This is an optimization exercise on Yosys and OpenROAD, whose aim is small area and a short achievable clock period, not a production implementation. In this exercise RTL edits were held to simulation tests only and were not proved equivalent to the original.

Design iir_filter, start of the top module:
module iir_filter (
	input  logic clk,
	input  logic rst,
	input  logic signed [14:0] data,
	input  logic data_en,
	input  logic wb_cyc,
	input  logic wb_stb,
	input  logic wb_we,
	input  logic [2:0] wb_adr,
	input  logic [31:0] wb_dat_i,
	output logic [31:0] wb_dat_o,
	output logic wb_ack,
	output logic signed [14:0] data_out,
	output logic data_out_en
);
	logic wr;
	logic [24:0] g_b0, g_b1, g_b2, g_b3, g_a1, g_a2, g_a3;
	logic [24:0] n_b0, n_b1, n_b2, n_b3, n_a1, n_a2, n_a3;
	logic [14:0] w1, w2, w3;
	logic [14:0] den_s, den_c, num_s, num_c;
	logic [14:0] ra, rb_s, rb_c;
	logic [14:0] ya, yb_s, yb_c;
	logic [4:0] s;
	logic samp;
	logic oen_q;
	coefficient_regs i_coefficient_regs (
		.clk      (clk),
		.rst      (rst),
		.wb_cyc   (wb_cyc),
		.wb_stb   (wb_stb),
		.wb_we    (wb_we),
		.wb_adr   (wb_adr),
		.wb_dat_i (wb_dat_i),
		.wb_dat_o (wb_dat_o),
		.wb_ack   (wb_ack),
		.wr       (wr),
		.g_b0     (g_b0),
		.g_b1     (g_b1),
		.g_b2     (g_b2),
		.g_b3     (g_b3),
		.g_a1     (g_a1),
		.g_a2     (g_a2),
		.g_a3     (g_a3),
		.n_b0     (n_b0),
		.n_b1     (n_b1),
		.n_b2     (n_b2),
		.n_b3     (n_b3),
		.n_a1     (n_a1),
		.n_a2     (n_a2),
		.n_a3     (n_a3)
	);
	state_chain i_state_chain (
		.clk     (clk),
		.rst     (rst),
		.data    (data),
		.data_en (data_en),
		.den_s   (den_s),
		.den_c   (den_c),
		.w1      (w1),
		.w2      (w2),
		.w3      (w3)
	);
	logic start;
	assign start = data_en || wr;
	always_ff @(posedge clk or posedge rst) begin
		if (rst) begin
			s <= '0;
			samp <= 1'b0;
			oen_q <= 1'b0;
		end else begin
			s[0] <= start;
			s[1] <= s[0] && !start;
			s[2] <= s[1] && !start;
			s[3] <= s[2] && !start;
			s[4] <= s[3];
			if (start) samp <= data_en;
			oen_q <= s[1] && samp;
		end
	end
	logic [20:0] ga, gb;
	logic [14:0] wb;
	always_ff @(posedge clk) begin
		if (s[0]) ga <= n_a1[20:0];
		else if (s[1]) ga <= n_b1[20:0];
		else if (s[2]) ga <= '0;
		else ga <= n_b0[20:0];
		if (wr) gb <= (wb_adr == 3'd5) ? wb_dat_i[20:0] : n_a2[20:0];
		else if (s[0]) gb <= n_a3[20:0];
		else if (s[1]) gb <= n_b2[20:0];
		else if (s[2]) gb <= n_b3[20:0];
		else gb <= n_a2[20:0];
	end
	always_ff @(posedge clk) begin
		if (data_en) wb <= w1;
		else if ((s[0] || s[2]) && !wr) wb <= w3;
		else wb <= w2;
	end
	logic [14:0] ha_0, ha_1, ha_2;
	logic [1:0] ha_y;
	mul_cs i_mul_a (
		.w  (w1),
		.g  (ga),
  ...
Size in the first run: ~110 I/O pins, ~32000 µm² of cells after synthesis.
Settings: LEC_CHECK=0, ABC_AREA=1, CAP_MARGIN=20, CORE_MARGIN=2, CORE_UTILIZATION=50, CTS_CLUSTER_DIAMETER=75, CTS_CLUSTER_SIZE=30, SETUP_SLACK_MARGIN=4.5, SLEW_MARGIN=20; clock period 8.0 ns.
standard.sh (not shown) runs the stock make flow with config.mk's settings and CLKGATE_MAP_FILE= SYNTH_SCRIPT=/design/flow/synth_recipe.tcl, a recipe that flattens the netlist after the stock synthesis.
==> flow/flow/run.sh <==
#!/bin/bash
# The standard layout (standard.sh) with one placement option changed:
# the input and output ports are buffered with buf_2 cells instead of the
# cell buffer_ports picks by itself. The make output goes to standard.log;
# ORFS keeps each step's own log in orfs/logs.
set -o pipefail
export BUFFER_PORTS_ARGS="-buffer_cell sky130_fd_sc_hd__buf_2"
bash standard.sh finish > standard.log 2>&1
The first run ran to the end with no violations.
Change:
Settings changed: SETUP_SLACK_MARGIN 4.5 to 4.8.
The new run finished with timing, DRC and antenna clean; worst setup slack is better by 97 ps; design area increases by 3.1%; worst hold slack barely changes; die area is unchanged; register-to-register slack is better by 97 ps; fmax increases by 2.9%; synthesized cell count stays the same.
Change:
Settings changed: SETUP_SLACK_MARGIN 4.8 to 4.6.
=>
- synthesized cell count is unchanged
- via count falls by about 0.8%
- wire length falls by 2.2%
- core utilization is lower by 1.4 points
- global-route usage drops by 0.40 points
- worst setup slack gets better by 46 ps

* * *

## job 103
iir_filter, a different RTL version from the one above (not shown whole).
Size: about 3600 cells after synthesis, roughly 430 flip-flops, about 110 I/O pins, about 32000 um2 of cells after synthesis.
Settings: LEC_CHECK=0, CAP_MARGIN=20, CORE_MARGIN=2, CORE_UTILIZATION=50, CTS_BUF_LIST=sky130_fd_sc_hd__clkbuf_4 sky130_fd_sc_hd__clkbuf_8, SETUP_SLACK_MARGIN=4.0, SLEW_MARGIN=20; clock period 8.0 ns.
run.sh (not shown) runs the stock make flow with config.mk's settings and CLKGATE_MAP_FILE= SYNTH_SCRIPT=/design/flow/synth_recipe.tcl, a recipe that flattens the netlist after the stock synthesis.
Stock flow here: none of the scripts above is used.
Relative to job 103, the following input files were edited for job 104:
Settings: CTS_BUF_LIST no longer set, was sky130_fd_sc_hd__clkbuf_4 sky130_fd_sc_hd__clkbuf_8; SETUP_SLACK_MARGIN now 4.5, was 4.0.
Job 104 reports its class of the most critical setup path as reg2reg while job 103 reports in2reg. Job 104 ends up with a wire length per cell after detailed routing that is about 4% higher than in job 103. Summary of job 104 over job 103: critical path depth shows an increase of 8; setup slack shows an increase of 0.086 ns. The data required time at the worst endpoint in job 104 was lower than what job 103 gave. Job 104 vs job 103: wire length on met3 up.

* * *

iir_filter, a different RTL version from the one above (not shown whole).
Size in the first run: about 3,000 cells after synthesis, about 410 flip-flops.
Design iir_filter, start of the top module:
module iir_filter (
	input  logic clk,
	input  logic rst,
	input  logic signed [14:0] data,
	input  logic data_en,
	input  logic wb_cyc,
	input  logic wb_stb,
	input  logic wb_we,
	input  logic [2:0] wb_adr,
	input  logic [31:0] wb_dat_i,
	output logic [31:0] wb_dat_o,
	output logic wb_ack,
	output logic signed [14:0] data_out,
	output logic data_out_en
);
Settings: LEC_CHECK=0, CAP_MARGIN=20, CORE_MARGIN=2, CORE_UTILIZATION=50, CTS_CLUSTER_DIAMETER=60, CTS_CLUSTER_SIZE=40, SETUP_SLACK_MARGIN=4.0, SLEW_MARGIN=20; clock period 8.0 ns.
standard.sh (not shown) runs the stock make flow with config.mk's settings and CLKGATE_MAP_FILE= SYNTH_SCRIPT=/design/flow/synth_recipe.tcl, a recipe that flattens the netlist after the stock synthesis.
Scripts as last shown in full above: flow/flow/run.sh
Next try:
==> flow/run.sh (new file) <==
#!/bin/bash
# synth_recipe.tcl (not shown) runs the flow's synth.tcl, then flattens the netlist and writes it again
# the make line also repeats each setting of config.mk as NAME=value (left out here)
make -C /OpenROAD-flow-scripts/flow DESIGN_CONFIG=/design/flow/config.mk WORK_HOME=/design/flow/orfs CLKGATE_MAP_FILE= SYNTH_SCRIPT=/design/flow/synth_recipe.tcl finish
Settings changed: CTS_CLUSTER_DIAMETER 60 to unset, CTS_CLUSTER_SIZE 40 to unset.
removed: flow/flow/run.sh
removed: flow/standard.sh
After rerunning: Flip-flop and latch count stays the same; worst setup slack loses 0.034 ns; register-to-register slack is worse by 0.03 ns.
Next try:
==> flow/flow/run.sh (new file) <==
#!/bin/bash
# The standard layout (standard.sh) with one placement option changed:
# the input and output ports are buffered with buf_2 cells instead of the
# cell buffer_ports picks by itself. The make output goes to standard.log;
# ORFS keeps each step's own log in orfs/logs.
set -o pipefail
export BUFFER_PORTS_ARGS="-buffer_cell sky130_fd_sc_hd__buf_2"
bash standard.sh finish > standard.log 2>&1
==> flow/standard.sh (new file) <==
#!/bin/bash
# synth_recipe.tcl (not shown) runs the flow's synth.tcl, then flattens the netlist and writes it again
# the make line also repeats each setting of config.mk as NAME=value (left out here)
make -C /OpenROAD-flow-scripts/flow DESIGN_CONFIG=/design/flow/config.mk WORK_HOME=/design/flow/orfs CLKGATE_MAP_FILE= SYNTH_SCRIPT=/design/flow/synth_recipe.tcl "${@:-finish}"
removed: flow/run.sh
=> The changed run finished with timing, DRC and antenna clean; register-to-register slack improves by 0.05 ns; global-route usage went down by 0.46 points; hold slack degrades by 0.0041 ns; die area is unchanged; setup slack stays flat; core utilization went down by 1.3 points; clock-buffer cell count went up by 2; clock skew went down by 0.012 ns; first-iteration DRC count went up by 2.7%; non-clock buffer count went down by 20.

* * *

Another version of the RTL of iir_filter (not shown whole).
For scale: ~430 flip-flops, roughly 110 I/O pins.
clock: 8.0 ns
lec_check: 0
cap_margin: 20
core_margin: 2
core_utilization: 60
setup_slack_margin: 4.0
slew_margin: 20
run.sh (not shown) runs the stock make flow with config.mk's settings and CLKGATE_MAP_FILE= SYNTH_SCRIPT=/design/flow/synth_recipe.tcl, a recipe that flattens the netlist after the stock synthesis.
Stock flow here: none of the scripts above is used.
The first run ran to the end with no violations.
Change:
Settings changed: CORE_UTILIZATION 60 to 50, SETUP_SLACK_MARGIN 4.0 to 4.2.
Result:
- critical path depth climbs by 9
- routed wire length climbs by 0.61%
- cell area climbs by 2.6%
- flip-flop and latch count does not change
Change:
==> flow/flow/run.sh (new file) <==
#!/bin/bash
# The standard layout (standard.sh) with one placement option changed:
# the input and output ports are buffered with buf_2 cells instead of the
# cell buffer_ports picks by itself. The make output goes to standard.log;
# ORFS keeps each step's own log in orfs/logs.
set -o pipefail
export BUFFER_PORTS_ARGS="-buffer_cell sky130_fd_sc_hd__buf_2"
bash standard.sh finish > standard.log 2>&1
==> flow/standard.sh (new file) <==
#!/bin/bash
# synth_recipe.tcl (not shown) runs the flow's synth.tcl, then flattens the netlist and writes it again
# the make line also repeats each setting of config.mk as NAME=value (left out here)
make -C /OpenROAD-flow-scripts/flow DESIGN_CONFIG=/design/flow/config.mk WORK_HOME=/design/flow/orfs CLKGATE_MAP_FILE= SYNTH_SCRIPT=/design/flow/synth_recipe.tcl "${@:-finish}"
Settings changed: SETUP_SLACK_MARGIN 4.2 to 4.0.
removed: flow/run.sh
Worst setup slack improved by 0.074 ns; synthesized cell count stays the same; cell area drops by 3.6%; final cell count drops by about 0.9%.

-- what the ideal ports hide --
Ports are ideal in the flow. The routed layouts listed here were re-timed in OpenROAD.
Step 1 sets driving cells, clkbuf_16 on the clock port and buf_2 on the other inputs (assumed; they add their load-dependent delay and slew).
Step 2 also shifts input and output timing later by t, the mid clock arrival at the registers, as if the neighbouring blocks saw the same clock.
a / b / c = ideal / step 1 / step 2; a / b = the first two.
run	shift t [ns]	setup WS [ns]	hold slack, ns	worst register clock-pin slew, ns	pins driven straight from the clock port
the first run of note 1	0.657	4.531 / 4.531 / 4.262	0.358 / 0.358 / 0.358	0.11 / 0.11	1
the second run of note 1	0.701	4.627 / 4.627 / 4.259	0.355 / 0.355 / 0.355	0.12 / 0.12	1
the third run of note 1	0.656	4.673 / 4.673 / 4.271	0.380 / 0.380 / 0.380	0.11 / 0.11	1
job 103	0.730	4.050 / 4.088 / 3.357	0.342 / 0.342 / 0.342	0.07 / 0.07	1
job 104	0.656	4.136 / 4.136 / 3.934	0.367 / 0.367 / 0.367	0.07 / 0.07	1
the first run of note 3	0.625	4.075 / 4.020 / 3.745	0.343 / 0.343 / 0.343	0.10 / 0.10	1
the second run of note 3	0.661	4.042 / 4.005 / 3.739	0.347 / 0.347 / 0.347	0.07 / 0.07	1
the third run of note 3	0.651	4.044 / 3.980 / 3.703	0.343 / 0.343 / 0.343	0.06 / 0.06	1
the first run of note 4	0.645	3.962 / 4.004 / 3.359	0.348 / 0.348 / 0.348	0.07 / 0.07	1
the second run of note 4	0.657	3.995 / 3.995 / 3.679	0.353 / 0.353 / 0.353	0.06 / 0.06	1
the third run of note 4	0.671	4.069 / 4.069 / 3.560	0.348 / 0.348 / 0.348	0.06 / 0.06	1
After both steps setup and hold are still met in every run listed. For job 103, which loses most, drivers alone change the setup slack by +0.038 ns; drivers and shift together by -0.693 ns.
